Source: an optimization exercise on an open RTL-to-GDS flow (aim: small area, a short achievable clock period and few clock cycles per item). Production flows keep margins and buffers that such runs may drop. RTL that was checked went through simulation tests only; none was proved equivalent to the original. Power figures rest on the tool's default switching activity, not on a simulated workload.

==> module cov_result, before the edit <==
module cov_result
(
    input  logic                  clk,
    input  logic                  arst_n,
    input  logic [34:0]           acc_s,     
    input  logic [34:0]           acc_c,
    input  logic                  done,      
    input  logic                  fill,      
    output logic [32:0]           cov,
    output logic                  out_valid,
    input  logic                  out_ready,
    output logic                  hold       
);
    localparam int KD    = 3;               
    localparam int STEPS = 12 / KD;
    typedef enum logic [1:0] {
        S_IDLE = 2'd0,
        S_DIV  = 2'd1,
        S_INC  = 2'd2,
        S_OUT  = 2'd3
    } div_state_e;
    function automatic logic [5:0] dstep(input logic [2:0] r, input logic [2:0] d);
        logic [2:0] q, n;
        q[2] = (r[2]) | (r[1] & r[0] & d[2]);
        q[1] = (r[1] & ~r[0]) | (r[1] & ~d[2]) | (r[2] & r[0] & d[1]) | (r[2] & r[0] & d[2]) | (~r[1] & r[0] & d[2] & d[1]);
        q[0] = (~r[2] & r[0] & ~d[2]) | (r[2] & ~r[0] & d[2]) | (r[0] & ~d[2] & ~d[1]) | (r[2] & r[1] & d[1]) | (r[1] & ~r[0] & d[2] & d[1]) | (~r[2] & ~r[1] & r[0] & ~d[1]) | (r[2] & r[1] & d[0]) | (r[2] & ~r[0] & d[1] & d[0]) | (~r[0] & d[2] & d[1] & d[0]) | (r[1] & ~r[0] & d[2] & d[0]);
        n[2] = (~r[2] & ~r[1] & d[2] & ~d[1]) | (~r[2] & r[1] & ~d[2] & d[1]) | (r[2] & ~r[1] & ~d[2] & ~d[1]) | (r[2] & d[2] & d[1] & d[0]) | (r[2] & r[0] & d[2] & d[1]) | (r[2] & ~d[2] & ~d[1] & ~d[0]) | (r[2] & r[1] & d[2] & d[1]) | (r[2] & r[1] & d[2] & d[0]) | (r[1] & r[0] & ~d[2] & d[0]) | (~r[2] & ~r[0] & d[2] & ~d[1] & ~d[0]) | (~r[2] & r[0] & ~d[2] & d[1] & d[0]) | (~r[2] & ~r[1] & ~r[0] & d[2] & ~d[0]) | (r[2] & ~r[1] & ~r[0] & ~d[2] & ~d[0]);
        n[1] = (r[1] & ~r[0] & ~d[1] & ~d[0]) | (~r[1] & ~r[0] & d[1] & ~d[0]) | (~r[1] & r[0] & ~d[1] & d[0]) | (r[1] & d[2] & d[1] & d[0]) | (r[2] & r[0] & d[2] & ~d[1]) | (r[2] & r[1] & d[1] & d[0]) | (r[1] & r[0] & d[2] & d[1]) | (r[1] & ~d[2] & ~d[1] & ~d[0]) | (r[1] & r[0] & d[1] & d[0]) | (~r[2] & ~r[1] & ~r[0] & ~d[2] & d[1]) | (~r[2] & r[1] & ~r[0] & ~d[2] & ~d[1]) | (r[2] & ~r[1] & d[2] & ~d[1] & d[0]) | (~r[2] & ~r[1] & ~d[2] & d[1] & ~d[0]);
        n[0] = (~r[2] & ~r[0] & ~d[2] & d[0]) | (~r[2] & r[0] & ~d[2] & ~d[0]) | (r[2] & ~r[0] & d[2] & ~d[0]) | (r[0] & d[2] & d[1] & d[0]) | (r[2] & r[0] & d[1] & d[0]) | (r[0] & ~d[2] & ~d[1] & ~d[0]) | (r[2] & r[1] & d[1] & ~d[0]) | (r[2] & r[0] & d[2] & d[0]) | (r[1] & r[0] & d[2] & d[0]) | (~r[2] & ~r[1] & r[0] & ~d[1] & ~d[0]) | (~r[2] & ~r[1] & ~r[0] & ~d[1] & d[0]) | (r[1] & ~r[0] & d[2] & d[1] & ~d[0]) | (~r[1] & ~r[0] & ~d[2] & ~d[1] & d[0]);
        dstep = {q, n};
    endfunction
    div_state_e       state, state_next;
    logic [1:0]       step;
    logic [35:0]      w;          
    logic [2:0]       r;          
    logic             neg;        
    logic [3*KD-1:0]  qd;         
    logic [2:0]       rq;         
    logic [34:0]      sum;
    logic [32:0]      w_inc;
    logic             pend;       
    logic             load;
    logic             pend_next;
    logic             up;         
    function automatic logic [34:0] add35(input logic [34:0] a, input logic [34:0] b, input logic cin);
        logic [34:0] g, p, gn, pn;
        g = a & b;
        p = a ^ b;
        g[0] = (a[0] & b[0]) | (p[0] & cin);
        for (int l = 0; l < 6; l++) begin
            gn = g;
            pn = p;
            for (int i = 0; i < 35; i++) begin
                if (((i >> l) & 1) == 1) begin
                    gn[i] = g[i] | (p[i] & g[((i >> l) << l) - 1]);
                    pn[i] = p[i] & p[((i >> l) << l) - 1];
                end
            end
            g = gn;
            p = pn;
        end
        add35 = (a ^ b) ^ {g[33:0], cin};
    endfunction
    assign sum = add35(acc_s, acc_c, 1'b0);
    always_comb begin
        logic [2:0] rr;
        rr = r;
        for (int j = 0; j < KD; j++) begin
            {qd[3*KD-1-3*j -: 3], rr} = dstep(rr, w[35-3*j -: 3]);
        end
        rq = rr;
    end
    always_comb begin
        logic [8:0] ga;       
        logic       pre;      
        logic       in;       
        for (int g = 0; g < 9; g++) ga[g] = &w[4*g +: 4];
        for (int i = 0; i < 33; i++) begin
            pre = 1'b1;
            for (int g = 0; g < i / 4; g++) pre = pre & ga[g];
            in = 1'b1;
            for (int k = 4 * (i / 4); k < i; k++) in = in & w[k];
            w_inc[i] = w[i] ^ (pre & in);
        end
    end
    assign up        = r != 3'd0;       
    assign load      = (pend | done) & (state == S_IDLE);
    assign pend_next = (pend | done) & ~load;
    always_comb begin
        state_next = state;
        unique case (state)
            S_DIV:   if (step == 2'(STEPS - 1)) state_next = neg ? S_INC : S_OUT;
            S_INC:   state_next = S_OUT;
            S_OUT:   if (out_ready) state_next = S_IDLE;
            default: state_next = S_IDLE;
        endcase
        if (load) state_next = S_DIV;
    end
    always_ff @(posedge clk or negedge arst_n) begin
        if (!arst_n) begin
            state     <= S_IDLE;
            step      <= '0;
            pend      <= 1'b0;
            out_valid <= 1'b0;
            hold      <= 1'b0;
        end else begin
            state     <= state_next;
            step      <= (state == S_DIV) ? step + 2'd1 : 2'd0;
            pend      <= pend_next;
            out_valid <= (state_next == S_OUT);
            hold      <= (state_next != S_IDLE) & (pend_next | fill);
        end
    end
    always_ff @(posedge clk) begin
        unique case (state)
            S_IDLE: begin
                w   <= {sum[34], sum};
                r   <= sum[34] ? 3'd6 : 3'd0;
                neg <= sum[34];
            end
            S_DIV: begin
                w   <= {w[35-3*KD:0], qd};
                r   <= rq;
            end
            S_INC:   if (up) w[32:0] <= w_inc;
            default: ;
        endcase
    end
    assign cov = w[32:0];
endmodule
clock: 8.0 ns
lec_check: 0
abc_area: 1
cap_margin: 20
core_margin: 2
core_utilization: 60
cts_buf_list: sky130_fd_sc_hd__clkbuf_8
setup_slack_margin: 4.8
slew_margin: 20
synth_hierarchical: 1
standard.sh (not shown) runs the stock make flow with config.mk's settings and CLKGATE_MAP_FILE= SYNTH_SCRIPT=/design/flow/synth_recipe.tcl, a recipe that flattens the netlist after the stock synthesis.
==> flow/flow/run.sh <==
#!/bin/bash
# The standard layout, with plain buffers (sky130_fd_sc_hd__buf_2) on the
# ports instead of the delay cells buffer_ports picks by itself.
set -euo pipefail
export BUFFER_PORTS_ARGS="-buffer_cell sky130_fd_sc_hd__buf_2"
bash standard.sh > standard.log 2>&1
Next try:
--- a/flow/design.v
+++ b/flow/design.v
@@ -5,12 +5,42 @@
         OP_MEAN   = 2'd1,    
         OP_SAMPLE = 2'd2,    
         OP_RSVD   = 2'd3     
     } cov_op_e;
 endpackage
 `timescale 1ns/100ps
+module cov_add
+#(
+    parameter int W = 8
+) (
+    input  logic [W-1:0] a,
+    input  logic [W-1:0] b,
+    input  logic         cin,
+    output logic [W-1:0] s
+);
+    localparam int L = $clog2(W);
+    logic [W-1:0] g [L+1];
+    logic [W-1:0] p [L+1];
+    always_comb begin
+        g[0] = a & b;
+        p[0] = a ^ b;
+        g[0][0] = (a[0] & b[0]) | (p[0][0] & cin);
+        for (int l = 0; l < L; l++) begin
+            for (int i = 0; i < W; i++) begin
+                if (((i >> l) & 1) == 1) begin
+                    g[l+1][i] = g[l][i] | (p[l][i] & g[l][((i >> l) << l) - 1]);
+                    p[l+1][i] = p[l][i] & p[l][((i >> l) << l) - 1];
+                end else begin
+                    g[l+1][i] = g[l][i];
+                    p[l+1][i] = p[l][i];
+                end
+            end
+        end
+        s = p[0] ^ {g[L][W-2:0], cin};
+    end
+endmodule
 module cov_decode
 (
     input  logic                  clk,
     input  logic                  arst_n,
     input  logic [33:0]           in_cmd,
     input  logic                  accept,
@@ -696,32 +726,13 @@
     logic [34:0]      sum;
     logic [32:0]      w_inc;
     logic             pend;       
     logic             load;
     logic             pend_next;
     logic             up;         
-    function automatic logic [34:0] add35(input logic [34:0] a, input logic [34:0] b, input logic cin);
-        logic [34:0] g, p, gn, pn;
-        g = a & b;
-        p = a ^ b;
-        g[0] = (a[0] & b[0]) | (p[0] & cin);
-        for (int l = 0; l < 6; l++) begin
-            gn = g;
-            pn = p;
-            for (int i = 0; i < 35; i++) begin
-                if (((i >> l) & 1) == 1) begin
-                    gn[i] = g[i] | (p[i] & g[((i >> l) << l) - 1]);
-                    pn[i] = p[i] & p[((i >> l) << l) - 1];
-                end
-            end
-            g = gn;
-            p = pn;
-        end
-        add35 = (a ^ b) ^ {g[33:0], cin};
-    endfunction
-    assign sum = add35(acc_s, acc_c, 1'b0);
+    cov_add #(.W(35)) i_cpa (.a(acc_s), .b(acc_c), .cin(1'b0), .s(sum));
     always_comb begin
         logic [2:0] rr;
         rr = r;
         for (int j = 0; j < KD; j++) begin
             {qd[3*KD-1-3*j -: 3], rr} = dstep(rr, w[35-3*j -: 3]);
         end
The new run finished with timing, DRC and antenna clean.
First-iteration DRC count fell by a quarter to a third.
Count of clock-buffer cells in the layout is unchanged.
Area after synthesis is higher slightly.
Utilization came out lower by 0.17 points.
Non-clock buffer count came out lower by 1.
Total power rose slightly.
Cell area stays flat.
Sequential power barely changes.
Function was not checked in any run of this note: the RTL went through the layout flow alone.


Setup of v6:
Another version of the RTL of cov_top (not shown whole).
Size in the first run: ~2500 cells after synthesis, roughly 180 flip-flops, roughly 110 I/O pins.
==> module cov_result, before the edit <==
module cov_result
(
    input  logic                  clk,
    input  logic                  arst_n,
    input  logic [34:0]           acc_s,     
    input  logic [34:0]           acc_c,
    input  logic                  done,      
    input  logic                  fill,      
    output logic [32:0]           cov,
    output logic                  out_valid,
    input  logic                  out_ready,
    output logic                  hold       
);
    localparam int KD    = 3;               
    localparam int STEPS = 12 / KD;
    typedef enum logic [1:0] {
        S_IDLE = 2'd0,
        S_DIV  = 2'd1,
        S_INC  = 2'd2,
        S_OUT  = 2'd3
    } div_state_e;
    function automatic logic [5:0] dstep(input logic [2:0] r, input logic [2:0] d);
        logic [2:0] q, n;
        q[2] = (r[2]) | (r[1] & r[0] & d[2]);
        q[1] = (r[1] & ~r[0]) | (r[1] & ~d[2]) | (r[2] & r[0] & d[1]) | (r[2] & r[0] & d[2]) | (~r[1] & r[0] & d[2] & d[1]);
        q[0] = (~r[2] & r[0] & ~d[2]) | (r[2] & ~r[0] & d[2]) | (r[0] & ~d[2] & ~d[1]) | (r[2] & r[1] & d[1]) | (r[1] & ~r[0] & d[2] & d[1]) | (~r[2] & ~r[1] & r[0] & ~d[1]) | (r[2] & r[1] & d[0]) | (r[2] & ~r[0] & d[1] & d[0]) | (~r[0] & d[2] & d[1] & d[0]) | (r[1] & ~r[0] & d[2] & d[0]);
        n[2] = (~r[2] & ~r[1] & d[2] & ~d[1]) | (~r[2] & r[1] & ~d[2] & d[1]) | (r[2] & ~r[1] & ~d[2] & ~d[1]) | (r[2] & d[2] & d[1] & d[0]) | (r[2] & r[0] & d[2] & d[1]) | (r[2] & ~d[2] & ~d[1] & ~d[0]) | (r[2] & r[1] & d[2] & d[1]) | (r[2] & r[1] & d[2] & d[0]) | (r[1] & r[0] & ~d[2] & d[0]) | (~r[2] & ~r[0] & d[2] & ~d[1] & ~d[0]) | (~r[2] & r[0] & ~d[2] & d[1] & d[0]) | (~r[2] & ~r[1] & ~r[0] & d[2] & ~d[0]) | (r[2] & ~r[1] & ~r[0] & ~d[2] & ~d[0]);
        n[1] = (r[1] & ~r[0] & ~d[1] & ~d[0]) | (~r[1] & ~r[0] & d[1] & ~d[0]) | (~r[1] & r[0] & ~d[1] & d[0]) | (r[1] & d[2] & d[1] & d[0]) | (r[2] & r[0] & d[2] & ~d[1]) | (r[2] & r[1] & d[1] & d[0]) | (r[1] & r[0] & d[2] & d[1]) | (r[1] & ~d[2] & ~d[1] & ~d[0]) | (r[1] & r[0] & d[1] & d[0]) | (~r[2] & ~r[1] & ~r[0] & ~d[2] & d[1]) | (~r[2] & r[1] & ~r[0] & ~d[2] & ~d[1]) | (r[2] & ~r[1] & d[2] & ~d[1] & d[0]) | (~r[2] & ~r[1] & ~d[2] & d[1] & ~d[0]);
        n[0] = (~r[2] & ~r[0] & ~d[2] & d[0]) | (~r[2] & r[0] & ~d[2] & ~d[0]) | (r[2] & ~r[0] & d[2] & ~d[0]) | (r[0] & d[2] & d[1] & d[0]) | (r[2] & r[0] & d[1] & d[0]) | (r[0] & ~d[2] & ~d[1] & ~d[0]) | (r[2] & r[1] & d[1] & ~d[0]) | (r[2] & r[0] & d[2] & d[0]) | (r[1] & r[0] & d[2] & d[0]) | (~r[2] & ~r[1] & r[0] & ~d[1] & ~d[0]) | (~r[2] & ~r[1] & ~r[0] & ~d[1] & d[0]) | (r[1] & ~r[0] & d[2] & d[1] & ~d[0]) | (~r[1] & ~r[0] & ~d[2] & ~d[1] & d[0]);
        dstep = {q, n};
    endfunction
    div_state_e       state, state_next;
    logic [1:0]       step;
    logic [35:0]      w;          
    logic [2:0]       r;          
    logic             neg;        
    logic [3*KD-1:0]  qd;         
    logic [2:0]       rq;         
    logic [34:0]      sum;
    logic [32:0]      w_inc;
    logic             pend;       
    logic             load;
    logic             pend_next;
    logic             up;         
    logic             cin;        
    logic             cy;         
    logic             all_ones;   
    cov_add #(.W(35)) i_cpa (.a(acc_s), .b(acc_c), .cin(1'b0), .s(sum));
    always_comb begin
        logic [2:0] rr;
        rr = r;
        for (int j = 0; j < KD; j++) begin
            {qd[3*KD-1-3*j -: 3], rr} = dstep(rr, w[35-3*j -: 3]);
        end
        rq = rr;
    end
    always_comb begin
        logic [3:0] ones;     
        logic       pre;      
        for (int k = 0; k < 3; k++) ones[k] = &w[9*k +: 9];
        ones[3] = &w[32:27];
        all_ones = ones[step];
        for (int i = 0; i < 33; i++) begin
            pre = 1'b1;
            for (int j = 9 * (i / 9); j < i; j++) pre = pre & w[j];
            w_inc[i] = w[i] ^ (cin & (step == 2'(i / 9)) & pre);
        end
    end
    assign up        = r != 3'd0;       
    assign cin       = (step == 2'd0) ? up : cy;
    assign load      = (pend | done) & (state == S_IDLE);
    assign pend_next = (pend | done) & ~load;
    always_comb begin
        state_next = state;
        unique case (state)
            S_DIV:   if (step == 2'(STEPS - 1)) state_next = neg ? S_INC : S_OUT;
            S_INC:   if (!(cin & all_ones) || step == 2'd3) state_next = S_OUT;
            S_OUT:   if (out_ready) state_next = S_IDLE;
            default: state_next = S_IDLE;
        endcase
        if (load) state_next = S_DIV;
    end
    always_ff @(posedge clk or negedge arst_n) begin
        if (!arst_n) begin
            state     <= S_IDLE;
            step      <= '0;
            pend      <= 1'b0;
            out_valid <= 1'b0;
            hold      <= 1'b0;
        end else begin
            state     <= state_next;
            step      <= (state == S_DIV || state == S_INC) ? step + 2'd1 : 2'd0;
            pend      <= pend_next;
            out_valid <= (state_next == S_OUT);
            hold      <= (state_next != S_IDLE) & (pend_next | fill);
        end
    end
    always_ff @(posedge clk) begin
        unique case (state)
            S_IDLE: begin
                w   <= {sum[34], sum};
                r   <= sum[34] ? 3'd6 : 3'd0;
                neg <= sum[34];
            end
            S_DIV: begin
                w   <= {w[35-3*KD:0], qd};
                r   <= rq;
            end
            S_INC: begin
                w[32:0] <= w_inc;
                cy      <= cin & all_ones;
            end
            default: ;
        endcase
    end
    assign cov = w[32:0];
endmodule
==> flow/config.mk <==
export PLATFORM = sky130hd
export DESIGN_NAME = cov_top
export DESIGN_NICKNAME = cov_top
export VERILOG_FILES = /design/flow/design.v
export SDC_FILE = /design/flow/constraint.sdc
export NUM_CORES = 4
export LEC_CHECK = 0
export ABC_AREA = 1
export CAP_MARGIN = 20
export CORE_MARGIN = 2
export CORE_UTILIZATION = 60
export CTS_BUF_LIST = sky130_fd_sc_hd__clkbuf_8
export SETUP_SLACK_MARGIN = 4.8
export SLEW_MARGIN = 20
export SYNTH_HIERARCHICAL = 1
==> flow/constraint.sdc <==
create_clock -name core_clock -period 8.0 [get_ports {clk}]
set_input_delay 1.6000 -clock core_clock [delete_from_list [all_inputs] [get_ports {clk}]]
set_output_delay 1.6000 -clock core_clock [all_outputs]
set_load 0.01 [all_outputs]
Scripts as last shown in full above: flow/flow/run.sh
#### Input delta (v7 over v6)
--- a/flow/design.v
+++ b/flow/design.v
@@ -712,45 +712,42 @@
     logic [34:0]      sum;
     logic [32:0]      w_inc;
     logic             pend;       
     logic             load;
     logic             pend_next;
     logic             up;         
-    logic             cin;        
-    logic             cy;         
-    logic             all_ones;   
     cov_add #(.W(35)) i_cpa (.a(acc_s), .b(acc_c), .cin(1'b0), .s(sum));
     always_comb begin
         logic [2:0] rr;
         rr = r;
         for (int j = 0; j < KD; j++) begin
             {qd[3*KD-1-3*j -: 3], rr} = dstep(rr, w[35-3*j -: 3]);
         end
         rq = rr;
     end
     always_comb begin
-        logic [3:0] ones;     
+        logic [8:0] ga;       
         logic       pre;      
-        for (int k = 0; k < 3; k++) ones[k] = &w[9*k +: 9];
-        ones[3] = &w[32:27];
-        all_ones = ones[step];
+        logic       in;       
+        for (int g = 0; g < 9; g++) ga[g] = &w[4*g +: 4];
         for (int i = 0; i < 33; i++) begin
             pre = 1'b1;
-            for (int j = 9 * (i / 9); j < i; j++) pre = pre & w[j];
-            w_inc[i] = w[i] ^ (cin & (step == 2'(i / 9)) & pre);
+            for (int g = 0; g < i / 4; g++) pre = pre & ga[g];
+            in = 1'b1;
+            for (int k = 4 * (i / 4); k < i; k++) in = in & w[k];
+            w_inc[i] = w[i] ^ (pre & in);
         end
     end
     assign up        = r != 3'd0;       
-    assign cin       = (step == 2'd0) ? up : cy;
     assign load      = (pend | done) & (state == S_IDLE);
     assign pend_next = (pend | done) & ~load;
     always_comb begin
         state_next = state;
         unique case (state)
             S_DIV:   if (step == 2'(STEPS - 1)) state_next = neg ? S_INC : S_OUT;
-            S_INC:   if (!(cin & all_ones) || step == 2'd3) state_next = S_OUT;
+            S_INC:   state_next = S_OUT;
             S_OUT:   if (out_ready) state_next = S_IDLE;
             default: state_next = S_IDLE;
         endcase
         if (load) state_next = S_DIV;
     end
     always_ff @(posedge clk or negedge arst_n) begin
@@ -759,13 +756,13 @@
             step      <= '0;
             pend      <= 1'b0;
             out_valid <= 1'b0;
             hold      <= 1'b0;
         end else begin
             state     <= state_next;
-            step      <= (state == S_DIV || state == S_INC) ? step + 2'd1 : 2'd0;
+            step      <= (state == S_DIV) ? step + 2'd1 : 2'd0;
             pend      <= pend_next;
             out_valid <= (state_next == S_OUT);
             hold      <= (state_next != S_IDLE) & (pend_next | fill);
         end
     end
     always_ff @(posedge clk) begin
@@ -776,16 +773,13 @@
                 neg <= sum[34];
             end
             S_DIV: begin
                 w   <= {w[35-3*KD:0], qd};
                 r   <= rq;
             end
-            S_INC: begin
-                w[32:0] <= w_inc;
-                cy      <= cin & all_ones;
-            end
+            S_INC:   if (up) w[32:0] <= w_inc;
             default: ;
         endcase
     end
     assign cov = w[32:0];
 endmodule
 `timescale 1ns/100ps
==> comparison <==
In v7, the transition time at the pin with the least slew margin came out 0.020 ns below the value in v6.
Final standard cell area without fillers on v7 is down relative to v6.
v7 vs v6 — non-clock inverter total of the final layout dropped about 9%.
Max sequential share of layout area across v7 and v6: v7
Relative to v6, the flip-flop and latch count measured on v7 has decreased slightly.
v7 against v6; post-synthesis instance total is down by a few percent.
Lower layout-stage area growth over the synthesis result goes to v7 over v6.
Of v7 and v6, v7 shows the lower fill cell instance count of the final layout, with v6 above it.
v7 vs. v6: combinational gate power now sits lower, total clock buffers created by CTS was more or less identical.
Testbench counts of v7, summed over its fixed seeds: cycles 2,768, results 320.
Function not checked in v6: the RTL went through the layout flow alone.

## afterwards: timing with drivers on the ports
No port has a modelled driver above. Below, the same layouts with a new extraction and two added sets of constraints. Step 1: set_driving_cell puts a clkbuf_16 on clk and a buf_2 on each other input, an assumption about the parent block. Step 2 moves the port delays by t, midway between the first and last clock arrival at a register: inputs arrive t later, outputs are due t later. That takes back most of the time a late clock gives input paths. a / b / c = ideal ports / drivers / drivers and shift; a / b = the first two.
run	t (ns)	slack for setup (ns)	worst setup path after step 2	latest minus earliest clock arrival (ns)	worst slew at a driven data input, ns
the first run of note 1	0.547	4.629 / 4.629 / 4.501	input to register	0.022 / 0.022	0.04
the second run of note 1	0.548	4.749 / 4.749 / 4.574	input to register	0.022 / 0.021	0.03
v6	0.546	4.848 / 4.848 / 4.529	input to register	0.021 / 0.021	0.05
v7	0.557	4.870 / 4.870 / 4.527	input to register	0.015 / 0.016	0.04
After both steps setup and hold are still met in every run listed. The setup slack of v7, which loses most, moves by 0.000 ns with the drivers and by -0.343 ns with both steps.
